Context: an optimization exercise on an open-source flow, tuned for small area. The choices shown serve that exercise and are no tape-out recipe. Function was checked by simulation only, so behaviour that the tests miss may differ from the original. Power figures rest on the tool's default switching activity, not on a simulated workload.

Setup of job 101:
## rename_top
module rename_top (
    input  logic        clk,
    input  logic        rst_n,
    input  logic        dispatch_valid_i,
    input  logic [4:0]  rs1_i,
    input  logic [4:0]  rs2_i,
    input  logic [4:0]  rd_i,
    input  logic [31:0] imm_i,
    input  logic        src_imm_i,
    output logic        dispatch_ready_o,
    input  logic        stall_i,
    output logic        ren_valid_o,
    output logic [4:0]  rd_tag_o,
    output logic [4:0]  rs1_tag_o,
    output logic [31:0] rs1_data_o,
    output logic [4:0]  rs2_tag_o,
    output logic [31:0] rs2_data_o,
    input  logic        commit_valid_i,
    input  logic [4:0]  commit_areg_i,
    input  logic [4:0]  commit_preg_i,
    input  logic [31:0] commit_data_i,
    input  logic        flush_i
);
Size in the first run: roughly 2400 cells after synthesis, about 180 I/O pins, ~37000 um2 of cells after synthesis.
Settings: LEC_CHECK=0, CAP_MARGIN=20, CORE_MARGIN=2, CORE_UTILIZATION=50, SLEW_MARGIN=20; clock period 12.0 ns.
standard.sh (not shown) runs the stock make flow with config.mk's settings and CLKGATE_MAP_FILE= SYNTH_SCRIPT=/design/flow/synth_recipe.tcl, a recipe that flattens the netlist after the stock synthesis.
==> flow/flow/run.sh <==
#!/bin/bash
# Own layout flow: the standard ORFS flow (standard.sh) with three changes:
#  - synthesis maps logic with an area-oriented ABC script (flow/area.abc);
#    everything else in synthesis is the standard flow's own script (flow/synth_area.tcl),
#    except that the per-entry next-state logic of the speculative table
#    (module spec_entry_next) and the and-or-invert blocks of the read muxes
#    (modules aoi222, aoi22, nand6, nand11) are mapped on their own before
#    flattening;
#  - port buffers are the smallest buffer cell;
#  - clock tree synthesis without dummy loads and with larger sink clusters.
# Each step's tool output is in orfs/logs/; make's own output in flow_make.log.
set -euo pipefail
W=$PWD
export AREA_ABC_SCRIPT=$W/flow/area.abc
B=sky130_fd_sc_hd__
bash standard.sh \
  SYNTH_SCRIPT=$W/flow/synth_area.tcl \
  "SYNTH_KEEP_MODULES=spec_entry_next aoi222 aoi22 nand6 nand11" \
  "BUFFER_PORTS_ARGS=-buffer_cell ${B}buf_1" \
  "CTS_ARGS=-sink_clustering_enable -repair_clock_nets -dont_use_dummy_load -buf_list ${B}clkbuf_16 -sink_clustering_size 25 -sink_clustering_max_diameter 80" \
  finish > $W/flow_make.log 2>&1
==> flow/flow/area.abc <==
strash
&get -n
&st
&dch
&nf -a -R 1000
&put
topo
==> flow/flow/synth_area.tcl <==
# The standard flow's synthesis script (synth_recipe.tcl) with one change: the abc call
# maps with the ABC script named by AREA_ABC_SCRIPT instead of ORFS's own.
proc synth {args} { yosys synth -nofsm -noshare {*}$args }
proc abc {args} {
  set i [lsearch -exact $args -script]
  if { $i >= 0 } { set args [lreplace $args [expr {$i + 1}] [expr {$i + 1}] $::env(AREA_ABC_SCRIPT)] }
  yosys abc {*}$args
}
source $::env(SCRIPTS_DIR)/synth.tcl
# left out here: clear keep_hierarchy, flatten, clean up, hide names made inside functions, write 1_2_yosys.v
Job 101: no failed stages, no open violations at the end
Input changes introduced in job 102 (baseline for comparison: job 101):
--- a/flow/flow/area.abc
+++ b/flow/flow/area.abc
@@ -3,2 +3,3 @@
 &st
+&syn3
 &dch
Results
- Taking job 101 as the reference point, the area share of and/or/nand/nor cells after synthesis of job 102 falls by 0.84 points.
- In job 102 the max-slew headroom at the worst pin turned out 9.6 points lower than in job 101.
- Job 102 against job 101: number of cells produced by synthesis saw a decrease; DRC violation count after routing about even.


== red ==
Another version of the RTL of rename_top (not shown whole).
For scale: about 3700 cells after synthesis, roughly 890 flip-flops.
==> flow/config.mk <==
export PLATFORM = sky130hd
export DESIGN_NAME = rename_top
export DESIGN_NICKNAME = rename_top
export VERILOG_FILES = /design/flow/design.v
export SDC_FILE = /design/flow/constraint.sdc
export NUM_CORES = 8
export LEC_CHECK = 0
export CAP_MARGIN = 20
export CORE_MARGIN = 2
export CORE_UTILIZATION = 50
export SLEW_MARGIN = 20
==> flow/constraint.sdc <==
create_clock -name core_clock -period 12.0 [get_ports {clk}]
set_input_delay 2.4000 -clock core_clock [delete_from_list [all_inputs] [get_ports {clk}]]
set_output_delay 2.4000 -clock core_clock [all_outputs]
set_load 0.01 [all_outputs]
run.sh (not shown) runs the stock make flow with config.mk's settings and CLKGATE_MAP_FILE= SYNTH_SCRIPT=/design/flow/synth_recipe.tcl, a recipe that flattens the netlist after the stock synthesis.
Stock flow here: none of the scripts above is used.
red went all the way through synthesis, placement and routing and the layout is clean on timing, DRC and antenna.
[inputs] blue vs red
==> flow/flow/run.sh (new file) <==
#!/bin/bash
# Own layout flow: the standard ORFS flow (standard.sh) with three changes:
#  - synthesis maps logic with an area-oriented ABC script (flow/area.abc);
#    everything else in synthesis is the standard flow's own script (flow/synth_area.tcl),
#    except that the per-entry next-state logic of the speculative table
#    (module spec_entry_next) is mapped on its own before flattening;
#  - port buffers are the smallest buffer cell;
#  - clock tree synthesis without dummy loads and with larger sink clusters.
# Each step's tool output is in orfs/logs/; make's own output in flow_make.log.
set -euo pipefail
W=$PWD
export AREA_ABC_SCRIPT=$W/flow/area.abc
B=sky130_fd_sc_hd__
bash standard.sh \
  SYNTH_SCRIPT=$W/flow/synth_area.tcl \
  SYNTH_KEEP_MODULES=spec_entry_next \
  "BUFFER_PORTS_ARGS=-buffer_cell ${B}buf_1" \
  "CTS_ARGS=-sink_clustering_enable -repair_clock_nets -dont_use_dummy_load -buf_list ${B}clkbuf_16 -sink_clustering_size 25 -sink_clustering_max_diameter 80" \
  finish > $W/flow_make.log 2>&1
==> flow/flow/area.abc (new file) <==
strash
&get -n
&st
&dch
&nf -a -R 1000
&put
topo
==> flow/flow/synth_area.tcl (new file) <==
# The standard flow's synthesis script (synth_recipe.tcl) with one change: the abc call
# maps with the ABC script named by AREA_ABC_SCRIPT instead of ORFS's own.
proc synth {args} { yosys synth -nofsm -noshare {*}$args }
proc abc {args} {
  set i [lsearch -exact $args -script]
  if { $i >= 0 } { set args [lreplace $args [expr {$i + 1}] [expr {$i + 1}] $::env(AREA_ABC_SCRIPT)] }
  yosys abc {*}$args
}
source $::env(SCRIPTS_DIR)/synth.tcl
# left out here: clear keep_hierarchy, flatten, clean up, hide names made inside functions, write 1_2_yosys.v
==> flow/standard.sh (new file) <==
#!/bin/bash
# synth_recipe.tcl (not shown) runs the flow's synth.tcl, then flattens the netlist and writes it again
# the make line also repeats each setting of config.mk as NAME=value (left out here)
make -C /OpenROAD-flow-scripts/flow DESIGN_CONFIG=/design/flow/config.mk WORK_HOME=/design/flow/orfs CLKGATE_MAP_FILE= SYNTH_SCRIPT=/design/flow/synth_recipe.tcl "${@:-finish}"
removed: flow/run.sh
## What came out
Summary of the comparison: pre-CTS worst setup slack is lower in blue, relative to red.
red has higher cell area after placement than blue.
Row fraction of power spent switching nets: blue lower / red higher
Compared with red, in blue detailed placement HPWL fell about 34%, routed wire length fell about 30%.
Looking at most used routing layer in global routing, the met2 result is from red; the met1 one comes from blue.

static timing again, ports no longer ideal:
The results above use ideal ports. As a check the final layouts listed here were re-extracted and re-timed, cells and wires unchanged.
Step 1 assumes that a clkbuf_16 drives the clock port and a buf_2 every other input.
Step 2, shift: input delay + t, output delay - t, t = (earliest + latest rising clock arrival at the registers) / 2. This alone moves slack from input paths to output paths.
a / b / c = ideal / step 1 / step 2; a / b = the first two.
run | t (ns) | slack for setup (ns) | hold slack, ns | cell pins on the clock port's net
job 101 | 0.668 | 2.854 / 2.784 / 3.444 | 0.463 / 0.463 / 0.463 | 1
job 102 | 0.675 | 2.718 / 2.647 / 3.000 | 0.474 / 0.474 / 0.474 | 1
red | 0.762 | 1.641 / 1.556 / 1.556 | 0.463 / 0.463 / 0.463 | 1
blue | 0.672 | 0.966 / 0.900 / 1.572 | 0.451 / 0.451 / 0.451 | 1
After both steps setup and hold are still met in every run listed. For red, which loses most, drivers alone change the setup slack by -0.085 ns; drivers and shift together by -0.085 ns.
